This is an optimization exercise on Yosys and OpenROAD, whose aim is small area, a short achievable clock period and few clock cycles per item, not a production implementation.
The RTL of this run was laid out without a check of its function.
Power figures rest on the tool's default switching activity, not on a simulated workload.

==> flow/design.v <==
module milestone_mac_array (
    input  logic         Clock_50,
    input  logic         Resetn,
    input  logic         start,
    input  logic         clear,
    input  logic [31:0]  init_value,
    input  logic         in_valid,
    output logic         in_ready,
    input  logic [47:0]  sample,
    input  logic [47:0]  coef,
    input  logic         subtract,
    output logic         out_valid,
    input  logic         out_ready,
    output logic [95:0]  acc_raw,
    output logic [23:0]  result,
    output logic         busy
);
    logic       busy_q;
    logic       acc_st_q;    
    logic       drain_q;     
    logic       out_st_q;    
    logic [2:0] tap_cnt_q;
    logic accept;
    logic take;
    logic last_beat;
    assign in_ready  = acc_st_q;
    assign out_valid = out_st_q;
    assign busy      = busy_q;
    assign accept    = in_valid && acc_st_q;
    assign take      = accept && !clear;
    assign last_beat = (tap_cnt_q == 3'd5);
    always_ff @(posedge Clock_50 or negedge Resetn) begin
        if (!Resetn) begin
            busy_q    <= 1'b0;
            acc_st_q  <= 1'b0;
            drain_q   <= 1'b0;
            out_st_q  <= 1'b0;
            tap_cnt_q <= '0;
        end else if (clear || (out_st_q && out_ready)) begin
            busy_q    <= 1'b0;
            acc_st_q  <= 1'b0;
            drain_q   <= 1'b0;
            out_st_q  <= 1'b0;
        end else if (!busy_q) begin
            if (start) begin
                busy_q    <= 1'b1;
                acc_st_q  <= 1'b1;
                tap_cnt_q <= '0;
            end
        end else begin
            drain_q <= 1'b0;
            if (drain_q) out_st_q <= 1'b1;
            if (accept) begin
                tap_cnt_q <= tap_cnt_q + 1'b1;
                if (last_beat) begin
                    acc_st_q <= 1'b0;
                    drain_q  <= 1'b1;
                end
            end
        end
    end
    for (genvar c = 0; c < 3; c++) begin : g_ch
        logic [16:0] bz;      
        logic [7:0]  one_d, two_d, neg_d;
        logic [7:0]  one, two, neg;
        logic [15:0] a;
        logic [31:0] acc_s, acc_c;
        logic [16:0] x0, x1, x2, x3, x4, x5, x6, x7;
        logic [31:0] tree_s, tree_c;
        logic [31:0] acc;
        logic [23:0] shifted;
        logic [7:0]  res_ch;
        assign bz = {coef[c*16 +: 16], 1'b0};
        always_comb begin
            for (int j = 0; j < 8; j++) begin
                one_d[j] = take & (bz[2*j+1] ^ bz[2*j]);
                two_d[j] = take & ((bz[2*j+2] & ~bz[2*j+1] & ~bz[2*j]) |
                                   (~bz[2*j+2] & bz[2*j+1] & bz[2*j]));
                neg_d[j] = take & (bz[2*j+2] ^ subtract);
            end
        end
        always_ff @(posedge Clock_50 or negedge Resetn) begin
            if (!Resetn) begin
                one <= '0;
                two <= '0;
                neg <= '0;
            end else begin
                one <= one_d;
                two <= two_d;
                neg <= neg_d;
            end
        end
        always_ff @(posedge Clock_50) begin
            a <= sample[c*16 +: 16];
        end
        assign x0 = (({17{one[0]}} & {a[15], a}) | ({17{two[0]}} & {a, 1'b0})) ^ {17{neg[0]}};
        assign x1 = (({17{one[1]}} & {a[15], a}) | ({17{two[1]}} & {a, 1'b0})) ^ {17{neg[1]}};
        assign x2 = (({17{one[2]}} & {a[15], a}) | ({17{two[2]}} & {a, 1'b0})) ^ {17{neg[2]}};
        assign x3 = (({17{one[3]}} & {a[15], a}) | ({17{two[3]}} & {a, 1'b0})) ^ {17{neg[3]}};
        assign x4 = (({17{one[4]}} & {a[15], a}) | ({17{two[4]}} & {a, 1'b0})) ^ {17{neg[4]}};
        assign x5 = (({17{one[5]}} & {a[15], a}) | ({17{two[5]}} & {a, 1'b0})) ^ {17{neg[5]}};
        assign x6 = (({17{one[6]}} & {a[15], a}) | ({17{two[6]}} & {a, 1'b0})) ^ {17{neg[6]}};
        assign x7 = (({17{one[7]}} & {a[15], a}) | ({17{two[7]}} & {a, 1'b0})) ^ {17{neg[7]}};
        logic t0, t1, t2, t3, t4, t5, t6, t7, t8, t9, t10, t11, t12, t13, t14, t15, t16, t17, t18, t19, t20, t21, t22, t23, t24, t25, t26, t27, t28, t29, t30, t31, t32, t33, t34, t35, t36, t37, t38, t39, t40, t41, t42, t43, t44, t45, t46, t47, t48, t49, t50, t51, t52, t53, t54, t55, t56, t57, t58, t59, t60, t61, t62, t63, t64, t65, t66, t67, t68, t69, t70, t71, t72, t73, t74, t75, t76, t77, t78, t79, t80, t81, t82, t83, t84, t85, t86, t87, t88, t89, t90, t91, t92, t93, t94, t95, t96, t97, t98, t99, t100, t101, t102, t103, t104, t105, t106, t107, t108, t109, t110, t111, t112, t113, t114, t115, t116, t117, t118, t119, t120, t121, t122, t123, t124, t125, t126, t127, t128, t129, t130, t131, t132, t133, t134, t135, t136, t137, t138, t139, t140, t141, t142, t143, t144, t145, t146, t147, t148, t149, t150, t151, t152, t153, t154, t155, t156, t157, t158, t159, t160, t161, t162, t163, t164, t165, t166, t167, t168, t169, t170, t171, t172, t173, t174, t175, t176, t177, t178, t179, t180, t181, t182, t183, t184, t185, t186, t187, t188, t189, t190, t191, t192, t193, t194, t195, t196, t197, t198, t199, t200, t201, t202, t203, t204, t205, t206, t207, t208, t209, t210, t211, t212, t213, t214, t215, t216, t217, t218, t219, t220, t221, t222, t223, t224, t225, t226, t227, t228, t229, t230, t231, t232, t233, t234, t235, t236, t237, t238, t239, t240, t241, t242, t243, t244, t245, t246, t247, t248, t249, t250, t251, t252, t253, t254, t255, t256, t257, t258, t259, t260, t261, t262, t263, t264, t265, t266, t267, t268, t269, t270, t271, t272, t273, t274, t275, t276, t277, t278, t279, t280, t281, t282, t283, t284, t285, t286, t287, t288, t289, t290, t291, t292, t293, t294, t295, t296, t297, t298, t299, t300, t301, t302, t303, t304, t305, t306, t307;
        assign t0 = acc_s[0] ^ acc_c[0] ^ neg[0];
        assign t1 = (acc_s[0] & acc_c[0]) | (acc_s[0] & neg[0]) | (acc_c[0] & neg[0]);
        assign t2 = acc_s[1] ^ acc_c[1] ^ t1;
        assign t3 = (acc_s[1] & acc_c[1]) | (acc_s[1] & t1) | (acc_c[1] & t1);
        assign t4 = acc_s[2] ^ acc_c[2] ^ neg[1];
        assign t5 = (acc_s[2] & acc_c[2]) | (acc_s[2] & neg[1]) | (acc_c[2] & neg[1]);
        assign t6 = t4 ^ x0[2] ^ x1[0];
        assign t7 = (t4 & x0[2]) | (t4 & x1[0]) | (x0[2] & x1[0]);
        assign t8 = acc_s[3] ^ acc_c[3] ^ t5;
        assign t9 = (acc_s[3] & acc_c[3]) | (acc_s[3] & t5) | (acc_c[3] & t5);
        assign t10 = x0[3] ^ x1[1] ^ t8;
        assign t11 = (x0[3] & x1[1]) | (x0[3] & t8) | (x1[1] & t8);
        assign t12 = acc_s[4] ^ acc_c[4] ^ neg[2];
        assign t13 = (acc_s[4] & acc_c[4]) | (acc_s[4] & neg[2]) | (acc_c[4] & neg[2]);
        assign t14 = t12 ^ x0[4] ^ x1[2];
        assign t15 = (t12 & x0[4]) | (t12 & x1[2]) | (x0[4] & x1[2]);
        assign t16 = x2[0] ^ t9 ^ t14;
        assign t17 = (x2[0] & t9) | (x2[0] & t14) | (t9 & t14);
        assign t18 = acc_s[5] ^ acc_c[5] ^ t13;
        assign t19 = (acc_s[5] & acc_c[5]) | (acc_s[5] & t13) | (acc_c[5] & t13);
        assign t20 = x0[5] ^ x1[3] ^ x2[1];
        assign t21 = (x0[5] & x1[3]) | (x0[5] & x2[1]) | (x1[3] & x2[1]);
        assign t22 = t18 ^ t15 ^ t20;
        assign t23 = (t18 & t15) | (t18 & t20) | (t15 & t20);
        assign t24 = acc_s[6] ^ acc_c[6] ^ neg[3];
        assign t25 = (acc_s[6] & acc_c[6]) | (acc_s[6] & neg[3]) | (acc_c[6] & neg[3]);
        assign t26 = t24 ^ x0[6] ^ x1[4];
        assign t27 = (t24 & x0[6]) | (t24 & x1[4]) | (x0[6] & x1[4]);
        assign t28 = x2[2] ^ x3[0] ^ t19;
        assign t29 = (x2[2] & x3[0]) | (x2[2] & t19) | (x3[0] & t19);
        assign t30 = t21 ^ t26 ^ t28;
        assign t31 = (t21 & t26) | (t21 & t28) | (t26 & t28);
        assign t32 = acc_s[7] ^ acc_c[7] ^ t25;
        assign t33 = (acc_s[7] & acc_c[7]) | (acc_s[7] & t25) | (acc_c[7] & t25);
        assign t34 = x0[7] ^ x1[5] ^ x2[3];
        assign t35 = (x0[7] & x1[5]) | (x0[7] & x2[3]) | (x1[5] & x2[3]);
        assign t36 = x3[1] ^ t32 ^ t27;
        assign t37 = (x3[1] & t32) | (x3[1] & t27) | (t32 & t27);
        assign t38 = t34 ^ t29 ^ t36;
        assign t39 = (t34 & t29) | (t34 & t36) | (t29 & t36);
        assign t40 = acc_s[8] ^ acc_c[8] ^ neg[4];
        assign t41 = (acc_s[8] & acc_c[8]) | (acc_s[8] & neg[4]) | (acc_c[8] & neg[4]);
        assign t42 = t40 ^ x0[8] ^ x1[6];
        assign t43 = (t40 & x0[8]) | (t40 & x1[6]) | (x0[8] & x1[6]);
        assign t44 = x2[4] ^ x3[2] ^ x4[0];
        assign t45 = (x2[4] & x3[2]) | (x2[4] & x4[0]) | (x3[2] & x4[0]);
        assign t46 = t33 ^ t35 ^ t42;
        assign t47 = (t33 & t35) | (t33 & t42) | (t35 & t42);
        assign t48 = t44 ^ t37 ^ t46;
        assign t49 = (t44 & t37) | (t44 & t46) | (t37 & t46);
        assign t50 = acc_s[9] ^ acc_c[9] ^ t41;
        assign t51 = (acc_s[9] & acc_c[9]) | (acc_s[9] & t41) | (acc_c[9] & t41);
        assign t52 = x0[9] ^ x1[7] ^ x2[5];
        assign t53 = (x0[9] & x1[7]) | (x0[9] & x2[5]) | (x1[7] & x2[5]);
        assign t54 = x3[3] ^ x4[1] ^ t50;
        assign t55 = (x3[3] & x4[1]) | (x3[3] & t50) | (x4[1] & t50);
        assign t56 = t43 ^ t45 ^ t52;
        assign t57 = (t43 & t45) | (t43 & t52) | (t45 & t52);
        assign t58 = t54 ^ t47 ^ t56;
        assign t59 = (t54 & t47) | (t54 & t56) | (t47 & t56);
        assign t60 = acc_s[10] ^ acc_c[10] ^ neg[5];
        assign t61 = (acc_s[10] & acc_c[10]) | (acc_s[10] & neg[5]) | (acc_c[10] & neg[5]);
        assign t62 = t60 ^ x0[10] ^ x1[8];
        assign t63 = (t60 & x0[10]) | (t60 & x1[8]) | (x0[10] & x1[8]);
        assign t64 = x2[6] ^ x3[4] ^ x4[2];
        assign t65 = (x2[6] & x3[4]) | (x2[6] & x4[2]) | (x3[4] & x4[2]);
        assign t66 = x5[0] ^ t51 ^ t53;
        assign t67 = (x5[0] & t51) | (x5[0] & t53) | (t51 & t53);
        assign t68 = t62 ^ t64 ^ t55;
        assign t69 = (t62 & t64) | (t62 & t55) | (t64 & t55);
        assign t70 = t66 ^ t57 ^ t68;
        assign t71 = (t66 & t57) | (t66 & t68) | (t57 & t68);
        assign t72 = acc_s[11] ^ acc_c[11] ^ t61;
        assign t73 = (acc_s[11] & acc_c[11]) | (acc_s[11] & t61) | (acc_c[11] & t61);
        assign t74 = x0[11] ^ x1[9] ^ x2[7];
        assign t75 = (x0[11] & x1[9]) | (x0[11] & x2[7]) | (x1[9] & x2[7]);
        assign t76 = x3[5] ^ x4[3] ^ x5[1];
        assign t77 = (x3[5] & x4[3]) | (x3[5] & x5[1]) | (x4[3] & x5[1]);
        assign t78 = t72 ^ t63 ^ t65;
        assign t79 = (t72 & t63) | (t72 & t65) | (t63 & t65);
        assign t80 = t74 ^ t76 ^ t67;
        assign t81 = (t74 & t76) | (t74 & t67) | (t76 & t67);
        assign t82 = t78 ^ t69 ^ t80;
        assign t83 = (t78 & t69) | (t78 & t80) | (t69 & t80);
        assign t84 = acc_s[12] ^ acc_c[12] ^ neg[6];
        assign t85 = (acc_s[12] & acc_c[12]) | (acc_s[12] & neg[6]) | (acc_c[12] & neg[6]);
        assign t86 = t84 ^ x0[12] ^ x1[10];
        assign t87 = (t84 & x0[12]) | (t84 & x1[10]) | (x0[12] & x1[10]);
        assign t88 = x2[8] ^ x3[6] ^ x4[4];
        assign t89 = (x2[8] & x3[6]) | (x2[8] & x4[4]) | (x3[6] & x4[4]);
        assign t90 = x5[2] ^ x6[0] ^ t73;
        assign t91 = (x5[2] & x6[0]) | (x5[2] & t73) | (x6[0] & t73);
        assign t92 = t75 ^ t77 ^ t86;
        assign t93 = (t75 & t77) | (t75 & t86) | (t77 & t86);
        assign t94 = t88 ^ t90 ^ t79;
        assign t95 = (t88 & t90) | (t88 & t79) | (t90 & t79);
        assign t96 = t92 ^ t81 ^ t94;
        assign t97 = (t92 & t81) | (t92 & t94) | (t81 & t94);
        assign t98 = acc_s[13] ^ acc_c[13] ^ t85;
        assign t99 = (acc_s[13] & acc_c[13]) | (acc_s[13] & t85) | (acc_c[13] & t85);
        assign t100 = x0[13] ^ x1[11] ^ x2[9];
        assign t101 = (x0[13] & x1[11]) | (x0[13] & x2[9]) | (x1[11] & x2[9]);
        assign t102 = x3[7] ^ x4[5] ^ x5[3];
        assign t103 = (x3[7] & x4[5]) | (x3[7] & x5[3]) | (x4[5] & x5[3]);
        assign t104 = x6[1] ^ t98 ^ t87;
        assign t105 = (x6[1] & t98) | (x6[1] & t87) | (t98 & t87);
        assign t106 = t89 ^ t100 ^ t102;
        assign t107 = (t89 & t100) | (t89 & t102) | (t100 & t102);
        assign t108 = t91 ^ t104 ^ t93;
        assign t109 = (t91 & t104) | (t91 & t93) | (t104 & t93);
        assign t110 = t106 ^ t95 ^ t108;
        assign t111 = (t106 & t95) | (t106 & t108) | (t95 & t108);
        assign t112 = acc_s[14] ^ acc_c[14] ^ neg[7];
        assign t113 = (acc_s[14] & acc_c[14]) | (acc_s[14] & neg[7]) | (acc_c[14] & neg[7]);
        assign t114 = t112 ^ x0[14] ^ x1[12];
        assign t115 = (t112 & x0[14]) | (t112 & x1[12]) | (x0[14] & x1[12]);
        assign t116 = x2[10] ^ x3[8] ^ x4[6];
        assign t117 = (x2[10] & x3[8]) | (x2[10] & x4[6]) | (x3[8] & x4[6]);
        assign t118 = x5[4] ^ x6[2] ^ x7[0];
        assign t119 = (x5[4] & x6[2]) | (x5[4] & x7[0]) | (x6[2] & x7[0]);
        assign t120 = t99 ^ t101 ^ t103;
        assign t121 = (t99 & t101) | (t99 & t103) | (t101 & t103);
        assign t122 = t114 ^ t116 ^ t118;
        assign t123 = (t114 & t116) | (t114 & t118) | (t116 & t118);
        assign t124 = t105 ^ t120 ^ t107;
        assign t125 = (t105 & t120) | (t105 & t107) | (t120 & t107);
        assign t126 = t122 ^ t109 ^ t124;
        assign t127 = (t122 & t109) | (t122 & t124) | (t109 & t124);
        assign t128 = acc_s[15] ^ acc_c[15] ^ t113;
        assign t129 = (acc_s[15] & acc_c[15]) | (acc_s[15] & t113) | (acc_c[15] & t113);
        assign t130 = x0[15] ^ x1[13] ^ x2[11];
        assign t131 = (x0[15] & x1[13]) | (x0[15] & x2[11]) | (x1[13] & x2[11]);
        assign t132 = x3[9] ^ x4[7] ^ x5[5];
        assign t133 = (x3[9] & x4[7]) | (x3[9] & x5[5]) | (x4[7] & x5[5]);
        assign t134 = x6[3] ^ x7[1] ^ t128;
        assign t135 = (x6[3] & x7[1]) | (x6[3] & t128) | (x7[1] & t128);
        assign t136 = t115 ^ t117 ^ t119;
        assign t137 = (t115 & t117) | (t115 & t119) | (t117 & t119);
        assign t138 = t130 ^ t132 ^ t134;
        assign t139 = (t130 & t132) | (t130 & t134) | (t132 & t134);
        assign t140 = t121 ^ t136 ^ t123;
        assign t141 = (t121 & t136) | (t121 & t123) | (t136 & t123);
        assign t142 = t138 ^ t125 ^ t140;
        assign t143 = (t138 & t125) | (t138 & t140) | (t125 & t140);
        assign t144 = acc_s[16] ^ acc_c[16] ^ x0[16];
        assign t145 = (acc_s[16] & acc_c[16]) | (acc_s[16] & x0[16]) | (acc_c[16] & x0[16]);
        assign t146 = x1[14] ^ x2[12] ^ x3[10];
        assign t147 = (x1[14] & x2[12]) | (x1[14] & x3[10]) | (x2[12] & x3[10]);
        assign t148 = x4[8] ^ x5[6] ^ x6[4];
        assign t149 = (x4[8] & x5[6]) | (x4[8] & x6[4]) | (x5[6] & x6[4]);
        assign t150 = x7[2] ^ t129 ^ t131;
        assign t151 = (x7[2] & t129) | (x7[2] & t131) | (t129 & t131);
        assign t152 = t133 ^ t144 ^ t146;
        assign t153 = (t133 & t144) | (t133 & t146) | (t144 & t146);
        assign t154 = t148 ^ t135 ^ t137;
        assign t155 = (t148 & t135) | (t148 & t137) | (t135 & t137);
        assign t156 = t150 ^ t152 ^ t139;
        assign t157 = (t150 & t152) | (t150 & t139) | (t152 & t139);
        assign t158 = t141 ^ t154 ^ t156;
        assign t159 = (t141 & t154) | (t141 & t156) | (t154 & t156);
        assign t160 = acc_s[17] ^ acc_c[17] ^ x0[16];
        assign t161 = (acc_s[17] & acc_c[17]) | (acc_s[17] & x0[16]) | (acc_c[17] & x0[16]);
        assign t162 = x1[15] ^ x2[13] ^ x3[11];
        assign t163 = (x1[15] & x2[13]) | (x1[15] & x3[11]) | (x2[13] & x3[11]);
        assign t164 = x4[9] ^ x5[7] ^ x6[5];
        assign t165 = (x4[9] & x5[7]) | (x4[9] & x6[5]) | (x5[7] & x6[5]);
        assign t166 = x7[3] ^ t145 ^ t147;
        assign t167 = (x7[3] & t145) | (x7[3] & t147) | (t145 & t147);
        assign t168 = t149 ^ t160 ^ t162;
        assign t169 = (t149 & t160) | (t149 & t162) | (t160 & t162);
        assign t170 = t164 ^ t151 ^ t166;
        assign t171 = (t164 & t151) | (t164 & t166) | (t151 & t166);
        assign t172 = t153 ^ t168 ^ t155;
        assign t173 = (t153 & t168) | (t153 & t155) | (t168 & t155);
        assign t174 = t170 ^ t157 ^ t172;
        assign t175 = (t170 & t157) | (t170 & t172) | (t157 & t172);
        assign t176 = acc_s[18] ^ acc_c[18] ^ ~x0[16];
        assign t177 = (acc_s[18] & acc_c[18]) | (acc_s[18] & ~x0[16]) | (acc_c[18] & ~x0[16]);
        assign t178 = ~x1[16] ^ x2[14] ^ x3[12];
        assign t179 = (~x1[16] & x2[14]) | (~x1[16] & x3[12]) | (x2[14] & x3[12]);
        assign t180 = x4[10] ^ x5[8] ^ x6[6];
        assign t181 = (x4[10] & x5[8]) | (x4[10] & x6[6]) | (x5[8] & x6[6]);
        assign t182 = x7[4] ^ t161 ^ t163;
        assign t183 = (x7[4] & t161) | (x7[4] & t163) | (t161 & t163);
        assign t184 = t165 ^ t176 ^ t178;
        assign t185 = (t165 & t176) | (t165 & t178) | (t176 & t178);
        assign t186 = t180 ^ t167 ^ t182;
        assign t187 = (t180 & t167) | (t180 & t182) | (t167 & t182);
        assign t188 = t169 ^ t184 ^ t171;
        assign t189 = (t169 & t184) | (t169 & t171) | (t184 & t171);
        assign t190 = t186 ^ t173 ^ t188;
        assign t191 = (t186 & t173) | (t186 & t188) | (t173 & t188);
        assign t192 = ~(acc_s[19]);
        assign t193 = acc_c[19] ^ t192 ^ x2[15];
        assign t194 = (acc_c[19] & t192) | (acc_c[19] & x2[15]) | (t192 & x2[15]);
        assign t195 = x3[13] ^ x4[11] ^ x5[9];
        assign t196 = (x3[13] & x4[11]) | (x3[13] & x5[9]) | (x4[11] & x5[9]);
        assign t197 = x6[7] ^ x7[5] ^ t177;
        assign t198 = (x6[7] & x7[5]) | (x6[7] & t177) | (x7[5] & t177);
        assign t199 = t179 ^ t181 ^ t193;
        assign t200 = (t179 & t181) | (t179 & t193) | (t181 & t193);
        assign t201 = t195 ^ t183 ^ t197;
        assign t202 = (t195 & t183) | (t195 & t197) | (t183 & t197);
        assign t203 = t185 ^ t199 ^ t187;
        assign t204 = (t185 & t199) | (t185 & t187) | (t199 & t187);
        assign t205 = t201 ^ t189 ^ t203;
        assign t206 = (t201 & t189) | (t201 & t203) | (t189 & t203);
        assign t207 = acc_s[20] ^ acc_c[20] ^ (acc_s[19]);
        assign t208 = (acc_s[20] & acc_c[20]) | (acc_s[20] & (acc_s[19])) | (acc_c[20] & (acc_s[19]));
        assign t209 = t207 ^ ~x2[16] ^ x3[14];
        assign t210 = (t207 & ~x2[16]) | (t207 & x3[14]) | (~x2[16] & x3[14]);
        assign t211 = x4[12] ^ x5[10] ^ x6[8];
        assign t212 = (x4[12] & x5[10]) | (x4[12] & x6[8]) | (x5[10] & x6[8]);
        assign t213 = x7[6] ^ t194 ^ t196;
        assign t214 = (x7[6] & t194) | (x7[6] & t196) | (t194 & t196);
        assign t215 = t209 ^ t211 ^ t198;
        assign t216 = (t209 & t211) | (t209 & t198) | (t211 & t198);
        assign t217 = t213 ^ t200 ^ t202;
        assign t218 = (t213 & t200) | (t213 & t202) | (t200 & t202);
        assign t219 = t215 ^ t204 ^ t217;
        assign t220 = (t215 & t204) | (t215 & t217) | (t204 & t217);
        assign t221 = ~(acc_s[21]);
        assign t222 = acc_c[21] ^ t221 ^ t208;
        assign t223 = (acc_c[21] & t221) | (acc_c[21] & t208) | (t221 & t208);
        assign t224 = x3[15] ^ x4[13] ^ x5[11];
        assign t225 = (x3[15] & x4[13]) | (x3[15] & x5[11]) | (x4[13] & x5[11]);
        assign t226 = x6[9] ^ x7[7] ^ t222;
        assign t227 = (x6[9] & x7[7]) | (x6[9] & t222) | (x7[7] & t222);
        assign t228 = t210 ^ t212 ^ t224;
        assign t229 = (t210 & t212) | (t210 & t224) | (t212 & t224);
        assign t230 = t226 ^ t214 ^ t228;
        assign t231 = (t226 & t214) | (t226 & t228) | (t214 & t228);
        assign t232 = t216 ^ t230 ^ t218;
        assign t233 = (t216 & t230) | (t216 & t218) | (t230 & t218);
        assign t234 = acc_s[22] ^ acc_c[22] ^ (acc_s[21]);
        assign t235 = (acc_s[22] & acc_c[22]) | (acc_s[22] & (acc_s[21])) | (acc_c[22] & (acc_s[21]));
        assign t236 = t234 ^ ~x3[16] ^ x4[14];
        assign t237 = (t234 & ~x3[16]) | (t234 & x4[14]) | (~x3[16] & x4[14]);
        assign t238 = x5[12] ^ x6[10] ^ x7[8];
        assign t239 = (x5[12] & x6[10]) | (x5[12] & x7[8]) | (x6[10] & x7[8]);
        assign t240 = t223 ^ t225 ^ t236;
        assign t241 = (t223 & t225) | (t223 & t236) | (t225 & t236);
        assign t242 = t238 ^ t227 ^ t229;
        assign t243 = (t238 & t227) | (t238 & t229) | (t227 & t229);
        assign t244 = t240 ^ t231 ^ t242;
        assign t245 = (t240 & t231) | (t240 & t242) | (t231 & t242);
        assign t246 = ~(acc_s[23]);
        assign t247 = acc_c[23] ^ t246 ^ t235;
        assign t248 = (acc_c[23] & t246) | (acc_c[23] & t235) | (t246 & t235);
        assign t249 = x4[15] ^ x5[13] ^ x6[11];
        assign t250 = (x4[15] & x5[13]) | (x4[15] & x6[11]) | (x5[13] & x6[11]);
        assign t251 = x7[9] ^ t247 ^ t237;
        assign t252 = (x7[9] & t247) | (x7[9] & t237) | (t247 & t237);
        assign t253 = t239 ^ t249 ^ t251;
        assign t254 = (t239 & t249) | (t239 & t251) | (t249 & t251);
        assign t255 = t241 ^ t243 ^ t253;
        assign t256 = (t241 & t243) | (t241 & t253) | (t243 & t253);
        assign t257 = acc_s[24] ^ acc_c[24] ^ (acc_s[23]);
        assign t258 = (acc_s[24] & acc_c[24]) | (acc_s[24] & (acc_s[23])) | (acc_c[24] & (acc_s[23]));
        assign t259 = t257 ^ ~x4[16] ^ x5[14];
        assign t260 = (t257 & ~x4[16]) | (t257 & x5[14]) | (~x4[16] & x5[14]);
        assign t261 = x6[12] ^ x7[10] ^ t248;
        assign t262 = (x6[12] & x7[10]) | (x6[12] & t248) | (x7[10] & t248);
        assign t263 = t250 ^ t259 ^ t261;
        assign t264 = (t250 & t259) | (t250 & t261) | (t259 & t261);
        assign t265 = t252 ^ t263 ^ t254;
        assign t266 = (t252 & t263) | (t252 & t254) | (t263 & t254);
        assign t267 = ~(acc_s[25]);
        assign t268 = acc_c[25] ^ t267 ^ t258;
        assign t269 = (acc_c[25] & t267) | (acc_c[25] & t258) | (t267 & t258);
        assign t270 = x5[15] ^ x6[13] ^ x7[11];
        assign t271 = (x5[15] & x6[13]) | (x5[15] & x7[11]) | (x6[13] & x7[11]);
        assign t272 = t268 ^ t260 ^ t270;
        assign t273 = (t268 & t260) | (t268 & t270) | (t260 & t270);
        assign t274 = t262 ^ t272 ^ t264;
        assign t275 = (t262 & t272) | (t262 & t264) | (t272 & t264);
        assign t276 = acc_s[26] ^ acc_c[26] ^ (acc_s[25]);
        assign t277 = (acc_s[26] & acc_c[26]) | (acc_s[26] & (acc_s[25])) | (acc_c[26] & (acc_s[25]));
        assign t278 = t276 ^ ~x5[16] ^ x6[14];
        assign t279 = (t276 & ~x5[16]) | (t276 & x6[14]) | (~x5[16] & x6[14]);
        assign t280 = x7[12] ^ t269 ^ t271;
        assign t281 = (x7[12] & t269) | (x7[12] & t271) | (t269 & t271);
        assign t282 = t278 ^ t280 ^ t273;
        assign t283 = (t278 & t280) | (t278 & t273) | (t280 & t273);
        assign t284 = ~(acc_s[27]);
        assign t285 = acc_c[27] ^ t284 ^ t277;
        assign t286 = (acc_c[27] & t284) | (acc_c[27] & t277) | (t284 & t277);
        assign t287 = x6[15] ^ x7[13] ^ t285;
        assign t288 = (x6[15] & x7[13]) | (x6[15] & t285) | (x7[13] & t285);
        assign t289 = t279 ^ t287 ^ t281;
        assign t290 = (t279 & t287) | (t279 & t281) | (t287 & t281);
        assign t291 = acc_s[28] ^ acc_c[28] ^ (acc_s[27]);
        assign t292 = (acc_s[28] & acc_c[28]) | (acc_s[28] & (acc_s[27])) | (acc_c[28] & (acc_s[27]));
        assign t293 = t291 ^ ~x6[16] ^ x7[14];
        assign t294 = (t291 & ~x6[16]) | (t291 & x7[14]) | (~x6[16] & x7[14]);
        assign t295 = t286 ^ t293 ^ t288;
        assign t296 = (t286 & t293) | (t286 & t288) | (t293 & t288);
        assign t297 = ~(acc_s[29]);
        assign t298 = acc_c[29] ^ t297 ^ t292;
        assign t299 = (acc_c[29] & t297) | (acc_c[29] & t292) | (t297 & t292);
        assign t300 = x7[15] ^ t298 ^ t294;
        assign t301 = (x7[15] & t298) | (x7[15] & t294) | (t298 & t294);
        assign t302 = acc_s[30] ^ acc_c[30] ^ (acc_s[29]);
        assign t303 = (acc_s[30] & acc_c[30]) | (acc_s[30] & (acc_s[29])) | (acc_c[30] & (acc_s[29]));
        assign t304 = t302 ^ ~x7[16] ^ t299;
        assign t305 = (t302 & ~x7[16]) | (t302 & t299) | (~x7[16] & t299);
        assign t306 = ~(acc_s[31]);
        assign t307 = acc_c[31] ^ t306 ^ t303;
        assign tree_s = {t307, t304, t300, t295, t283, t282, t274, t256, t245, t244, t220, t206, t191, t175, t159, t143, t127, t111, t97, t83, t71, t59, t49, t39, t31, t23, t17, t11, t7, t3, x0[1], t0};
        assign tree_c = {t305, t301, t296, t290, t289, t275, t266, t265, t255, t233, t232, t219, t205, t190, t174, t158, t142, t126, t110, t96, t82, t70, t58, t48, t38, t30, t22, t16, t10, t6, t2, x0[0]};
        always_ff @(posedge Clock_50) begin
            acc_s <= busy_q ? tree_s : init_value;
            acc_c <= busy_q ? tree_c : 32'd0;
        end
        logic [31:0] fa_g0, fa_p0;
        assign fa_g0 = acc_s & acc_c;
        assign fa_p0 = acc_s ^ acc_c;
        logic fa_G0, fa_P0;
        assign fa_G0 = fa_g0[1] | (fa_p0[1] & fa_g0[0]);
        assign fa_P0 = fa_p0[1] & fa_p0[0];
        logic fa_G1, fa_P1;
        assign fa_G1 = fa_g0[2] | (fa_p0[2] & fa_g0[1]);
        assign fa_P1 = fa_p0[2] & fa_p0[1];
        logic fa_G2, fa_P2;
        assign fa_G2 = fa_g0[3] | (fa_p0[3] & fa_g0[2]);
        assign fa_P2 = fa_p0[3] & fa_p0[2];
        logic fa_G3, fa_P3;
        assign fa_G3 = fa_g0[4] | (fa_p0[4] & fa_g0[3]);
        assign fa_P3 = fa_p0[4] & fa_p0[3];
        logic fa_G4, fa_P4;
        assign fa_G4 = fa_g0[5] | (fa_p0[5] & fa_g0[4]);
        assign fa_P4 = fa_p0[5] & fa_p0[4];
        logic fa_G5, fa_P5;
        assign fa_G5 = fa_g0[6] | (fa_p0[6] & fa_g0[5]);
        assign fa_P5 = fa_p0[6] & fa_p0[5];
        logic fa_G6, fa_P6;
        assign fa_G6 = fa_g0[7] | (fa_p0[7] & fa_g0[6]);
        assign fa_P6 = fa_p0[7] & fa_p0[6];
        logic fa_G7, fa_P7;
        assign fa_G7 = fa_g0[8] | (fa_p0[8] & fa_g0[7]);
        assign fa_P7 = fa_p0[8] & fa_p0[7];
        logic fa_G8, fa_P8;
        assign fa_G8 = fa_g0[9] | (fa_p0[9] & fa_g0[8]);
        assign fa_P8 = fa_p0[9] & fa_p0[8];
        logic fa_G9, fa_P9;
        assign fa_G9 = fa_g0[10] | (fa_p0[10] & fa_g0[9]);
        assign fa_P9 = fa_p0[10] & fa_p0[9];
        logic fa_G10, fa_P10;
        assign fa_G10 = fa_g0[11] | (fa_p0[11] & fa_g0[10]);
        assign fa_P10 = fa_p0[11] & fa_p0[10];
        logic fa_G11, fa_P11;
        assign fa_G11 = fa_g0[12] | (fa_p0[12] & fa_g0[11]);
        assign fa_P11 = fa_p0[12] & fa_p0[11];
        logic fa_G12, fa_P12;
        assign fa_G12 = fa_g0[13] | (fa_p0[13] & fa_g0[12]);
        assign fa_P12 = fa_p0[13] & fa_p0[12];
        logic fa_G13, fa_P13;
        assign fa_G13 = fa_g0[14] | (fa_p0[14] & fa_g0[13]);
        assign fa_P13 = fa_p0[14] & fa_p0[13];
        logic fa_G14, fa_P14;
        assign fa_G14 = fa_g0[15] | (fa_p0[15] & fa_g0[14]);
        assign fa_P14 = fa_p0[15] & fa_p0[14];
        logic fa_G15, fa_P15;
        assign fa_G15 = fa_g0[16] | (fa_p0[16] & fa_g0[15]);
        assign fa_P15 = fa_p0[16] & fa_p0[15];
        logic fa_G16, fa_P16;
        assign fa_G16 = fa_g0[17] | (fa_p0[17] & fa_g0[16]);
        assign fa_P16 = fa_p0[17] & fa_p0[16];
        logic fa_G17, fa_P17;
        assign fa_G17 = fa_g0[18] | (fa_p0[18] & fa_g0[17]);
        assign fa_P17 = fa_p0[18] & fa_p0[17];
        logic fa_G18, fa_P18;
        assign fa_G18 = fa_g0[19] | (fa_p0[19] & fa_g0[18]);
        assign fa_P18 = fa_p0[19] & fa_p0[18];
        logic fa_G19, fa_P19;
        assign fa_G19 = fa_g0[20] | (fa_p0[20] & fa_g0[19]);
        assign fa_P19 = fa_p0[20] & fa_p0[19];
        logic fa_G20, fa_P20;
        assign fa_G20 = fa_g0[21] | (fa_p0[21] & fa_g0[20]);
        assign fa_P20 = fa_p0[21] & fa_p0[20];
        logic fa_G21, fa_P21;
        assign fa_G21 = fa_g0[22] | (fa_p0[22] & fa_g0[21]);
        assign fa_P21 = fa_p0[22] & fa_p0[21];
        logic fa_G22, fa_P22;
        assign fa_G22 = fa_g0[23] | (fa_p0[23] & fa_g0[22]);
        assign fa_P22 = fa_p0[23] & fa_p0[22];
        logic fa_G23, fa_P23;
        assign fa_G23 = fa_g0[24] | (fa_p0[24] & fa_g0[23]);
        assign fa_P23 = fa_p0[24] & fa_p0[23];
        logic fa_G24, fa_P24;
        assign fa_G24 = fa_g0[25] | (fa_p0[25] & fa_g0[24]);
        assign fa_P24 = fa_p0[25] & fa_p0[24];
        logic fa_G25, fa_P25;
        assign fa_G25 = fa_g0[26] | (fa_p0[26] & fa_g0[25]);
        assign fa_P25 = fa_p0[26] & fa_p0[25];
        logic fa_G26, fa_P26;
        assign fa_G26 = fa_g0[27] | (fa_p0[27] & fa_g0[26]);
        assign fa_P26 = fa_p0[27] & fa_p0[26];
        logic fa_G27, fa_P27;
        assign fa_G27 = fa_g0[28] | (fa_p0[28] & fa_g0[27]);
        assign fa_P27 = fa_p0[28] & fa_p0[27];
        logic fa_G28, fa_P28;
        assign fa_G28 = fa_g0[29] | (fa_p0[29] & fa_g0[28]);
        assign fa_P28 = fa_p0[29] & fa_p0[28];
        logic fa_G29, fa_P29;
        assign fa_G29 = fa_g0[30] | (fa_p0[30] & fa_g0[29]);
        assign fa_P29 = fa_p0[30] & fa_p0[29];
        logic fa_G30, fa_P30;
        assign fa_G30 = fa_g0[31] | (fa_p0[31] & fa_g0[30]);
        assign fa_P30 = fa_p0[31] & fa_p0[30];
        logic fa_G31, fa_P31;
        assign fa_G31 = fa_G1 | (fa_P1 & fa_g0[0]);
        assign fa_P31 = fa_P1 & fa_p0[0];
        logic fa_G32, fa_P32;
        assign fa_G32 = fa_G2 | (fa_P2 & fa_G0);
        assign fa_P32 = fa_P2 & fa_P0;
        logic fa_G33, fa_P33;
        assign fa_G33 = fa_G3 | (fa_P3 & fa_G1);
        assign fa_P33 = fa_P3 & fa_P1;
        logic fa_G34, fa_P34;
        assign fa_G34 = fa_G4 | (fa_P4 & fa_G2);
        assign fa_P34 = fa_P4 & fa_P2;
        logic fa_G35, fa_P35;
        assign fa_G35 = fa_G5 | (fa_P5 & fa_G3);
        assign fa_P35 = fa_P5 & fa_P3;
        logic fa_G36, fa_P36;
        assign fa_G36 = fa_G6 | (fa_P6 & fa_G4);
        assign fa_P36 = fa_P6 & fa_P4;
        logic fa_G37, fa_P37;
        assign fa_G37 = fa_G7 | (fa_P7 & fa_G5);
        assign fa_P37 = fa_P7 & fa_P5;
        logic fa_G38, fa_P38;
        assign fa_G38 = fa_G8 | (fa_P8 & fa_G6);
        assign fa_P38 = fa_P8 & fa_P6;
        logic fa_G39, fa_P39;
        assign fa_G39 = fa_G9 | (fa_P9 & fa_G7);
        assign fa_P39 = fa_P9 & fa_P7;
        logic fa_G40, fa_P40;
        assign fa_G40 = fa_G10 | (fa_P10 & fa_G8);
        assign fa_P40 = fa_P10 & fa_P8;
        logic fa_G41, fa_P41;
        assign fa_G41 = fa_G11 | (fa_P11 & fa_G9);
        assign fa_P41 = fa_P11 & fa_P9;
        logic fa_G42, fa_P42;
        assign fa_G42 = fa_G12 | (fa_P12 & fa_G10);
        assign fa_P42 = fa_P12 & fa_P10;
        logic fa_G43, fa_P43;
        assign fa_G43 = fa_G13 | (fa_P13 & fa_G11);
        assign fa_P43 = fa_P13 & fa_P11;
        logic fa_G44, fa_P44;
        assign fa_G44 = fa_G14 | (fa_P14 & fa_G12);
        assign fa_P44 = fa_P14 & fa_P12;
        logic fa_G45, fa_P45;
        assign fa_G45 = fa_G15 | (fa_P15 & fa_G13);
        assign fa_P45 = fa_P15 & fa_P13;
        logic fa_G46, fa_P46;
        assign fa_G46 = fa_G16 | (fa_P16 & fa_G14);
        assign fa_P46 = fa_P16 & fa_P14;
        logic fa_G47, fa_P47;
        assign fa_G47 = fa_G17 | (fa_P17 & fa_G15);
        assign fa_P47 = fa_P17 & fa_P15;
        logic fa_G48, fa_P48;
        assign fa_G48 = fa_G18 | (fa_P18 & fa_G16);
        assign fa_P48 = fa_P18 & fa_P16;
        logic fa_G49, fa_P49;
        assign fa_G49 = fa_G19 | (fa_P19 & fa_G17);
        assign fa_P49 = fa_P19 & fa_P17;
        logic fa_G50, fa_P50;
        assign fa_G50 = fa_G20 | (fa_P20 & fa_G18);
        assign fa_P50 = fa_P20 & fa_P18;
        logic fa_G51, fa_P51;
        assign fa_G51 = fa_G21 | (fa_P21 & fa_G19);
        assign fa_P51 = fa_P21 & fa_P19;
        logic fa_G52, fa_P52;
        assign fa_G52 = fa_G22 | (fa_P22 & fa_G20);
        assign fa_P52 = fa_P22 & fa_P20;
        logic fa_G53, fa_P53;
        assign fa_G53 = fa_G23 | (fa_P23 & fa_G21);
        assign fa_P53 = fa_P23 & fa_P21;
        logic fa_G54, fa_P54;
        assign fa_G54 = fa_G24 | (fa_P24 & fa_G22);
        assign fa_P54 = fa_P24 & fa_P22;
        logic fa_G55, fa_P55;
        assign fa_G55 = fa_G25 | (fa_P25 & fa_G23);
        assign fa_P55 = fa_P25 & fa_P23;
        logic fa_G56, fa_P56;
        assign fa_G56 = fa_G26 | (fa_P26 & fa_G24);
        assign fa_P56 = fa_P26 & fa_P24;
        logic fa_G57, fa_P57;
        assign fa_G57 = fa_G27 | (fa_P27 & fa_G25);
        assign fa_P57 = fa_P27 & fa_P25;
        logic fa_G58, fa_P58;
        assign fa_G58 = fa_G28 | (fa_P28 & fa_G26);
        assign fa_P58 = fa_P28 & fa_P26;
        logic fa_G59, fa_P59;
        assign fa_G59 = fa_G29 | (fa_P29 & fa_G27);
        assign fa_P59 = fa_P29 & fa_P27;
        logic fa_G60, fa_P60;
        assign fa_G60 = fa_G30 | (fa_P30 & fa_G28);
        assign fa_P60 = fa_P30 & fa_P28;
        logic fa_G61, fa_P61;
        assign fa_G61 = fa_G33 | (fa_P33 & fa_g0[0]);
        assign fa_P61 = fa_P33 & fa_p0[0];
        logic fa_G62, fa_P62;
        assign fa_G62 = fa_G34 | (fa_P34 & fa_G0);
        assign fa_P62 = fa_P34 & fa_P0;
        logic fa_G63, fa_P63;
        assign fa_G63 = fa_G35 | (fa_P35 & fa_G31);
        assign fa_P63 = fa_P35 & fa_P31;
        logic fa_G64, fa_P64;
        assign fa_G64 = fa_G36 | (fa_P36 & fa_G32);
        assign fa_P64 = fa_P36 & fa_P32;
        logic fa_G65, fa_P65;
        assign fa_G65 = fa_G37 | (fa_P37 & fa_G33);
        assign fa_P65 = fa_P37 & fa_P33;
        logic fa_G66, fa_P66;
        assign fa_G66 = fa_G38 | (fa_P38 & fa_G34);
        assign fa_P66 = fa_P38 & fa_P34;
        logic fa_G67, fa_P67;
        assign fa_G67 = fa_G39 | (fa_P39 & fa_G35);
        assign fa_P67 = fa_P39 & fa_P35;
        logic fa_G68, fa_P68;
        assign fa_G68 = fa_G40 | (fa_P40 & fa_G36);
        assign fa_P68 = fa_P40 & fa_P36;
        logic fa_G69, fa_P69;
        assign fa_G69 = fa_G41 | (fa_P41 & fa_G37);
        assign fa_P69 = fa_P41 & fa_P37;
        logic fa_G70, fa_P70;
        assign fa_G70 = fa_G42 | (fa_P42 & fa_G38);
        assign fa_P70 = fa_P42 & fa_P38;
        logic fa_G71, fa_P71;
        assign fa_G71 = fa_G43 | (fa_P43 & fa_G39);
        assign fa_P71 = fa_P43 & fa_P39;
        logic fa_G72, fa_P72;
        assign fa_G72 = fa_G44 | (fa_P44 & fa_G40);
        assign fa_P72 = fa_P44 & fa_P40;
        logic fa_G73, fa_P73;
        assign fa_G73 = fa_G45 | (fa_P45 & fa_G41);
        assign fa_P73 = fa_P45 & fa_P41;
        logic fa_G74, fa_P74;
        assign fa_G74 = fa_G46 | (fa_P46 & fa_G42);
        assign fa_P74 = fa_P46 & fa_P42;
        logic fa_G75, fa_P75;
        assign fa_G75 = fa_G47 | (fa_P47 & fa_G43);
        assign fa_P75 = fa_P47 & fa_P43;
        logic fa_G76, fa_P76;
        assign fa_G76 = fa_G48 | (fa_P48 & fa_G44);
        assign fa_P76 = fa_P48 & fa_P44;
        logic fa_G77, fa_P77;
        assign fa_G77 = fa_G49 | (fa_P49 & fa_G45);
        assign fa_P77 = fa_P49 & fa_P45;
        logic fa_G78, fa_P78;
        assign fa_G78 = fa_G50 | (fa_P50 & fa_G46);
        assign fa_P78 = fa_P50 & fa_P46;
        logic fa_G79, fa_P79;
        assign fa_G79 = fa_G51 | (fa_P51 & fa_G47);
        assign fa_P79 = fa_P51 & fa_P47;
        logic fa_G80, fa_P80;
        assign fa_G80 = fa_G52 | (fa_P52 & fa_G48);
        assign fa_P80 = fa_P52 & fa_P48;
        logic fa_G81, fa_P81;
        assign fa_G81 = fa_G53 | (fa_P53 & fa_G49);
        assign fa_P81 = fa_P53 & fa_P49;
        logic fa_G82, fa_P82;
        assign fa_G82 = fa_G54 | (fa_P54 & fa_G50);
        assign fa_P82 = fa_P54 & fa_P50;
        logic fa_G83, fa_P83;
        assign fa_G83 = fa_G55 | (fa_P55 & fa_G51);
        assign fa_P83 = fa_P55 & fa_P51;
        logic fa_G84, fa_P84;
        assign fa_G84 = fa_G56 | (fa_P56 & fa_G52);
        assign fa_P84 = fa_P56 & fa_P52;
        logic fa_G85, fa_P85;
        assign fa_G85 = fa_G57 | (fa_P57 & fa_G53);
        assign fa_P85 = fa_P57 & fa_P53;
        logic fa_G86, fa_P86;
        assign fa_G86 = fa_G58 | (fa_P58 & fa_G54);
        assign fa_P86 = fa_P58 & fa_P54;
        logic fa_G87, fa_P87;
        assign fa_G87 = fa_G59 | (fa_P59 & fa_G55);
        assign fa_P87 = fa_P59 & fa_P55;
        logic fa_G88, fa_P88;
        assign fa_G88 = fa_G60 | (fa_P60 & fa_G56);
        assign fa_P88 = fa_P60 & fa_P56;
        logic fa_G89, fa_P89;
        assign fa_G89 = fa_G65 | (fa_P65 & fa_g0[0]);
        assign fa_P89 = fa_P65 & fa_p0[0];
        logic fa_G90, fa_P90;
        assign fa_G90 = fa_G66 | (fa_P66 & fa_G0);
        assign fa_P90 = fa_P66 & fa_P0;
        logic fa_G91, fa_P91;
        assign fa_G91 = fa_G67 | (fa_P67 & fa_G31);
        assign fa_P91 = fa_P67 & fa_P31;
        logic fa_G92, fa_P92;
        assign fa_G92 = fa_G68 | (fa_P68 & fa_G32);
        assign fa_P92 = fa_P68 & fa_P32;
        logic fa_G93, fa_P93;
        assign fa_G93 = fa_G69 | (fa_P69 & fa_G61);
        assign fa_P93 = fa_P69 & fa_P61;
        logic fa_G94, fa_P94;
        assign fa_G94 = fa_G70 | (fa_P70 & fa_G62);
        assign fa_P94 = fa_P70 & fa_P62;
        logic fa_G95, fa_P95;
        assign fa_G95 = fa_G71 | (fa_P71 & fa_G63);
        assign fa_P95 = fa_P71 & fa_P63;
        logic fa_G96, fa_P96;
        assign fa_G96 = fa_G72 | (fa_P72 & fa_G64);
        assign fa_P96 = fa_P72 & fa_P64;
        logic fa_G97, fa_P97;
        assign fa_G97 = fa_G73 | (fa_P73 & fa_G65);
        assign fa_P97 = fa_P73 & fa_P65;
        logic fa_G98, fa_P98;
        assign fa_G98 = fa_G74 | (fa_P74 & fa_G66);
        assign fa_P98 = fa_P74 & fa_P66;
        logic fa_G99, fa_P99;
        assign fa_G99 = fa_G75 | (fa_P75 & fa_G67);
        assign fa_P99 = fa_P75 & fa_P67;
        logic fa_G100, fa_P100;
        assign fa_G100 = fa_G76 | (fa_P76 & fa_G68);
        assign fa_P100 = fa_P76 & fa_P68;
        logic fa_G101, fa_P101;
        assign fa_G101 = fa_G77 | (fa_P77 & fa_G69);
        assign fa_P101 = fa_P77 & fa_P69;
        logic fa_G102, fa_P102;
        assign fa_G102 = fa_G78 | (fa_P78 & fa_G70);
        assign fa_P102 = fa_P78 & fa_P70;
        logic fa_G103, fa_P103;
        assign fa_G103 = fa_G79 | (fa_P79 & fa_G71);
        assign fa_P103 = fa_P79 & fa_P71;
        logic fa_G104, fa_P104;
        assign fa_G104 = fa_G80 | (fa_P80 & fa_G72);
        assign fa_P104 = fa_P80 & fa_P72;
        logic fa_G105, fa_P105;
        assign fa_G105 = fa_G81 | (fa_P81 & fa_G73);
        assign fa_P105 = fa_P81 & fa_P73;
        logic fa_G106, fa_P106;
        assign fa_G106 = fa_G82 | (fa_P82 & fa_G74);
        assign fa_P106 = fa_P82 & fa_P74;
        logic fa_G107, fa_P107;
        assign fa_G107 = fa_G83 | (fa_P83 & fa_G75);
        assign fa_P107 = fa_P83 & fa_P75;
        logic fa_G108, fa_P108;
        assign fa_G108 = fa_G84 | (fa_P84 & fa_G76);
        assign fa_P108 = fa_P84 & fa_P76;
        logic fa_G109, fa_P109;
        assign fa_G109 = fa_G85 | (fa_P85 & fa_G77);
        assign fa_P109 = fa_P85 & fa_P77;
        logic fa_G110, fa_P110;
        assign fa_G110 = fa_G86 | (fa_P86 & fa_G78);
        assign fa_P110 = fa_P86 & fa_P78;
        logic fa_G111, fa_P111;
        assign fa_G111 = fa_G87 | (fa_P87 & fa_G79);
        assign fa_P111 = fa_P87 & fa_P79;
        logic fa_G112, fa_P112;
        assign fa_G112 = fa_G88 | (fa_P88 & fa_G80);
        assign fa_P112 = fa_P88 & fa_P80;
        logic fa_G113, fa_P113;
        assign fa_G113 = fa_G97 | (fa_P97 & fa_g0[0]);
        assign fa_P113 = fa_P97 & fa_p0[0];
        logic fa_G114, fa_P114;
        assign fa_G114 = fa_G98 | (fa_P98 & fa_G0);
        assign fa_P114 = fa_P98 & fa_P0;
        logic fa_G115, fa_P115;
        assign fa_G115 = fa_G99 | (fa_P99 & fa_G31);
        assign fa_P115 = fa_P99 & fa_P31;
        logic fa_G116, fa_P116;
        assign fa_G116 = fa_G100 | (fa_P100 & fa_G32);
        assign fa_P116 = fa_P100 & fa_P32;
        logic fa_G117, fa_P117;
        assign fa_G117 = fa_G101 | (fa_P101 & fa_G61);
        assign fa_P117 = fa_P101 & fa_P61;
        logic fa_G118, fa_P118;
        assign fa_G118 = fa_G102 | (fa_P102 & fa_G62);
        assign fa_P118 = fa_P102 & fa_P62;
        logic fa_G119, fa_P119;
        assign fa_G119 = fa_G103 | (fa_P103 & fa_G63);
        assign fa_P119 = fa_P103 & fa_P63;
        logic fa_G120, fa_P120;
        assign fa_G120 = fa_G104 | (fa_P104 & fa_G64);
        assign fa_P120 = fa_P104 & fa_P64;
        logic fa_G121, fa_P121;
        assign fa_G121 = fa_G105 | (fa_P105 & fa_G89);
        assign fa_P121 = fa_P105 & fa_P89;
        logic fa_G122, fa_P122;
        assign fa_G122 = fa_G106 | (fa_P106 & fa_G90);
        assign fa_P122 = fa_P106 & fa_P90;
        logic fa_G123, fa_P123;
        assign fa_G123 = fa_G107 | (fa_P107 & fa_G91);
        assign fa_P123 = fa_P107 & fa_P91;
        logic fa_G124, fa_P124;
        assign fa_G124 = fa_G108 | (fa_P108 & fa_G92);
        assign fa_P124 = fa_P108 & fa_P92;
        logic fa_G125, fa_P125;
        assign fa_G125 = fa_G109 | (fa_P109 & fa_G93);
        assign fa_P125 = fa_P109 & fa_P93;
        logic fa_G126, fa_P126;
        assign fa_G126 = fa_G110 | (fa_P110 & fa_G94);
        assign fa_P126 = fa_P110 & fa_P94;
        logic fa_G127, fa_P127;
        assign fa_G127 = fa_G111 | (fa_P111 & fa_G95);
        assign fa_P127 = fa_P111 & fa_P95;
        logic fa_G128, fa_P128;
        assign fa_G128 = fa_G112 | (fa_P112 & fa_G96);
        assign fa_P128 = fa_P112 & fa_P96;
        assign acc = {fa_p0[31] ^ fa_G127, fa_p0[30] ^ fa_G126, fa_p0[29] ^ fa_G125, fa_p0[28] ^ fa_G124, fa_p0[27] ^ fa_G123, fa_p0[26] ^ fa_G122, fa_p0[25] ^ fa_G121, fa_p0[24] ^ fa_G120, fa_p0[23] ^ fa_G119, fa_p0[22] ^ fa_G118, fa_p0[21] ^ fa_G117, fa_p0[20] ^ fa_G116, fa_p0[19] ^ fa_G115, fa_p0[18] ^ fa_G114, fa_p0[17] ^ fa_G113, fa_p0[16] ^ fa_G96, fa_p0[15] ^ fa_G95, fa_p0[14] ^ fa_G94, fa_p0[13] ^ fa_G93, fa_p0[12] ^ fa_G92, fa_p0[11] ^ fa_G91, fa_p0[10] ^ fa_G90, fa_p0[9] ^ fa_G89, fa_p0[8] ^ fa_G64, fa_p0[7] ^ fa_G63, fa_p0[6] ^ fa_G62, fa_p0[5] ^ fa_G61, fa_p0[4] ^ fa_G32, fa_p0[3] ^ fa_G31, fa_p0[2] ^ fa_G0, fa_p0[1] ^ fa_g0[0], fa_p0[0]};
        assign shifted = acc[31:8];
        always_comb begin
            res_ch = shifted[7:0];
            if (shifted[23]) begin
                res_ch = '0;
            end else if (|shifted[22:8]) begin
                res_ch = '1;
            end
        end
        assign acc_raw[c*32 +: 32] = acc;
        assign result[c*8 +: 8]    = res_ch;
    end
endmodule
==> flow/run.sh <==
#!/bin/bash
# synth_recipe.tcl (not shown) runs the flow's synth.tcl, then flattens the netlist and writes it again
# the make line also repeats each setting of config.mk as NAME=value (left out here)
make -C /OpenROAD-flow-scripts/flow DESIGN_CONFIG=/design/flow/config.mk WORK_HOME=/design/flow/orfs CLKGATE_MAP_FILE= SYNTH_SCRIPT=/design/flow/synth_recipe.tcl finish
==> flow/config.mk <==
export PLATFORM = sky130hd
export DESIGN_NAME = milestone_mac_array
export DESIGN_NICKNAME = milestone_mac_array
export VERILOG_FILES = /design/flow/design.v
export SDC_FILE = /design/flow/constraint.sdc
export NUM_CORES = 4
export LEC_CHECK = 0
export CAP_MARGIN = 20
export CORE_MARGIN = 2
export CORE_UTILIZATION = 40
export SLEW_MARGIN = 20
==> flow/constraint.sdc <==
create_clock -name core_clock -period 8.0 [get_ports {Clock_50}]
set_input_delay 1.6000 -clock core_clock [delete_from_list [all_inputs] [get_ports {Clock_50}]]
set_output_delay 1.6000 -clock core_clock [all_outputs]
set_load 0.01 [all_outputs]
==> summary.txt <==
-- where the power goes --
part,switching (mW),internal [mW],leakage [nW]
sequential,0.355,1.91,3.09
clock,0.804,1.23,0.723
combinational,3.93,3.20,12.3
total,5.09,6.33,16.2
-- cell usage in the layout (no fill, tap or decap), types with 6 or more instances in the layout --
cell / netlist / final
nor3_1: 20 / 20
and2_1: 106 / 106
fa_1: 453 / 453
nor2_1: 201 / 201
nand4_1: 18 / 18
o221ai_1: 6 / 6
buf_4: 0 / 23
o21a_1: 22 / 22
ha_1: 113 / 113
xor2_1: 101 / 101
inv_1: 512 / 512
nor2b_1: 21 / 21
or2_2: 8 / 8
dfrtp_1: 79 / 78
bufinv_16: 0 / 6
o21ai_0: 90 / 90
o21bai_1: 10 / 10
clkdlybuf4s50_1: 0 / 255
a31oi_1: 12 / 12
nand2_1: 314 / 314
and3_1: 6 / 6
o211ai_1: 11 / 11
nand3_1: 18 / 18
a21oi_1: 157 / 157
clkinv_1: 10 / 10
nand2b_1: 22 / 22
nor4_1: 6 / 6
a211oi_1: 21 / 21
nor3b_1: 8 / 8
xnor2_1: 428 / 428
a2111oi_0: 6 / 6
clkbuf_1: 264 / 8
a21o_1: 20 / 20
clkinv_2: 0 / 8
dfxtp_1: 240 / 240
a22oi_1: 360 / 360
clkbuf_16: 0 / 44
o31ai_1: 8 / 8
or3_1: 13 / 13
-- final cells by class --
type / count / area (µm²)
clock inverters: 23 / 319
well taps: 1134 / 1420
flip-flops and latches: 319 / 6790
diodes: 5 / 12.5
clock buffers: 54 / 1160
inverters: 522 / 1960
fillers: 8066 / 45400
repair buffers: 279 / 2730
multi-input cells: 2664 / 24200
-- worst reg2reg max path, delay by kind of cell, from the launching register on --
kind / cells / cell delay (ps)
adder cells (fa/ha/maj): 5 / 2010
flip-flops: 1 / 580
buffers and inverters: 5 / 970
AND/OR/NAND/NOR: 1 / 160
XOR/XNOR: 1 / 820
-- flip-flops by register name, indices dropped and copies added, names as in the netlist --
name	count
tap_cnt_q	3
drain_q	1
g_ch.neg	24
g_ch.one	24
out_st_q	1
g_ch.a	48
g_ch.acc_s	96
g_ch.two	24
busy_q	1
g_ch.acc_c	96
acc_st_q	1
-- per-stage QoR --
stage	worst slack, ps	total power, mW	area [µm²]	utilization [%]	cells
2_1_floorplan	3150	6.69	34000	-	3798
3_3_place_gp	2300	9.31	37100	44.1	4918
3_5_place_dp	2220	9.38	37100	44.1	4918
4_1_cts	1550	11.5	38500	45.9	4995
5_1_grt	1190	12.5	38500	45.9	4996
6_report	1580	11.4	38600	45.9	5000
-- synthesized netlist by cell type (10+ instances only) --
cell	number	area [µm²]
inv_1	512	1920
o211ai_1	11	82.6
nand2_1	314	1180
a21oi_1	157	786
clkinv_1	10	37.5
buf_1	22	82.6
nor2_1	201	754
nor3_1	20	100
nand2b_1	22	138
fa_1	453	9070
o21bai_1	10	75.1
ha_1	113	1410
o21a_1	22	165
a21o_1	20	150
dfrtp_1	79	1980
o21ai_0	90	450
or3_1	13	81.3
xnor2_1	428	3750
a211oi_1	21	158
a31oi_1	12	75.1
clkbuf_1	264	991
nand4_1	18	113
nand3_1	18	90.1
dfxtp_1	240	4800
nor2b_1	21	131
a22oi_1	360	2700
xor2_1	101	885
and2_1	106	663
-- per-layer routing --
metal	GRT usage, %	wire [µm]	up-vias
li1	-	-	12300
met3	6.60	11500	218
met2	36.7	45800	1302
met5	0	98	-
met4	9.87	4650	14
met1	36.6	49200	13000
-- logic make-up after synthesis --
kind of cell,Yosys count,share of synthesized area (%)
AO/OA/AOI/OAI,778,15.7
flip-flops,319,19.9
XOR/XNOR,529,13.6
buffers and inverters,815,9.02
AND/OR/NAND/NOR,787,10.8
adder cells (fa/ha/maj),566,30.8
multiplexers,4,0.118
-- how the worst max path moves through the flow --
stage / cells past startpoint / slack, ps / end
after floorplan: 10 / 3150 / result[0]
after global placement: 13 / 2300 / result[16]
after detailed placement: 13 / 2220 / result[23]
after CTS: 13 / 1550 / result[23]
after global routing: 10 / 1190 / result[5]
final: 13 / 1580 / result[23]
==> results.toml <==
[critical_path]
startpoint = "g_ch[2].acc_s[0]$_DFF_P_"
crit_chain = "ha_1 > inv_1 > fa_1 > nor2b_1 > o2111ai_2 > a31oi_1 > a311o_1 > o21ai_0 > a211oi_1 > or4b_2 > nor4_4 > a21oi_1 > clkdlybuf4s50_1"
r2r-start = "g_ch[1].neg[0]$_DFF_PN0_"
crit_buf_inv = 2
arrival_ps = 4820
rrSetupSlack_ps = 3350
setup.worst_path.class = "register to output port"
required_ps = 6400
crit_family = "simple AND/OR/NAND/NOR gates"
slowest_delay_ps = 670
crit_slowest_cell = "or4b_2"
cp-start-kind = "register"
r2r_end = "g_ch[1].acc_c[20]$_SDFF_PN0_"
end_kind = "output port"
r2r_cells = 12
worstPathMaxFanout = 8

[sta]
tns_ps = 0
max_slew_margin_pct = 24.4
fmax_ghz = 0.156
slew_viol_final = 0
setup_viol_count_final = 0
fin_crit_sh_pct = 80.3
hold_viol = 0
min_period_ps = 6420
hold_ws_ps = 529
finClkSkew_ps = 28.4
worst_pin_slew_ps = 1130
grt_setup_unrepaired = "no"

[route]
drc_errors = 0
ant_nets = 0
dr.pass1.iters = 8
dr_total_vias = 26900
routedWlPerCell_um = 22.2
via_per_inst = 5.37
initialDrtViolationCount = 2441
wl_um = 111000

[final_layout]
final_nets = 4529
area_growth_pct = 13.3
drive_gt1_share_pct = 2.98

[grt]
grt.total_usage_pct = 25.5
grt_max_degree = 91
antenna_found_initial = 11
grt_pass1_wl_um = 169000
gr-total-overflow = 0
grt_pass1_vias = 27000

[logic_synthesis]
synthArstFlopShare_pct = 24.8
synth_edf_count = 0
syn_area_um2 = 34000
synth.distinct_cells = 78
ys_seq_area_share_pct = 19.9
ys_ff_latch = 319
yosys_warnings = 1
synth-main-ff-cell = "dfxtp_1"
synth_nets = 4499
synth_area_per_cell_um2 = 8.96
synthCells = 3798

[clock_tree]
clock-root-buffer = "clkbuf_16"
clock_path_buffers = 3
clock_sinks = 319
clock_latency_ps = 600
cts_setup_buffers = 0
clk_pin_slew_worst_paths_ps = 60
cts_buffers = 42
cts_tree = "done"
cts_resized = 0
htreeDepth = 2
hold_buffers = 0

[place]
port_buffers = 257
gp_congestion = 0.964
dp_hpwl_um = 86000

[hold_path]
hold_start = "drain_q$_DFFE_PN0N_"
holdCritPathClass = "register to register"
hold_end = "out_st_q$_DFFE_PN0P_"
hold_depth = 2

[floorplanning]
dieWidth_um = 296
fp.dieH_um = 296
initial_core_util_pct = 40.5
core_region_area_um2 = 84000
die-area_um2 = 87400
rows = 106
ios = 258

[flow_run]
maxCapViolCount = 0

[pwr]
p_per_area_nw_per_um2 = 296
leakage_nw = 16.2
peakVddDrop_uv = 194

[run_status]
status = "no timing/DRC/antenna violations"

==> what the ideal ports hide <==
In the flow no input, the clock included, has a driving cell. The finished layout below was timed again as built, in two steps. Step 1 assumes that a clkbuf_16 drives the clock port and a buf_2 every other input. Step 2 times the ports against the registers' clock, not the clock port: input delays grow and output delays shrink by t, the midpoint of the rising clock arrivals with the driver on. Three values: ideal ports, drivers, drivers and shift; two values: the first two.
shift t [ns]: 0.645
setup WS [ns]: 1.576 / 1.515 / 2.160
worst register clock-pin slew, ns: 0.07 / 0.07
cell pins on the clock port's net: 1
After both steps setup and hold are still met in this run. The setup slack of this run moves by -0.061 ns with the drivers and by +0.584 ns with both steps.
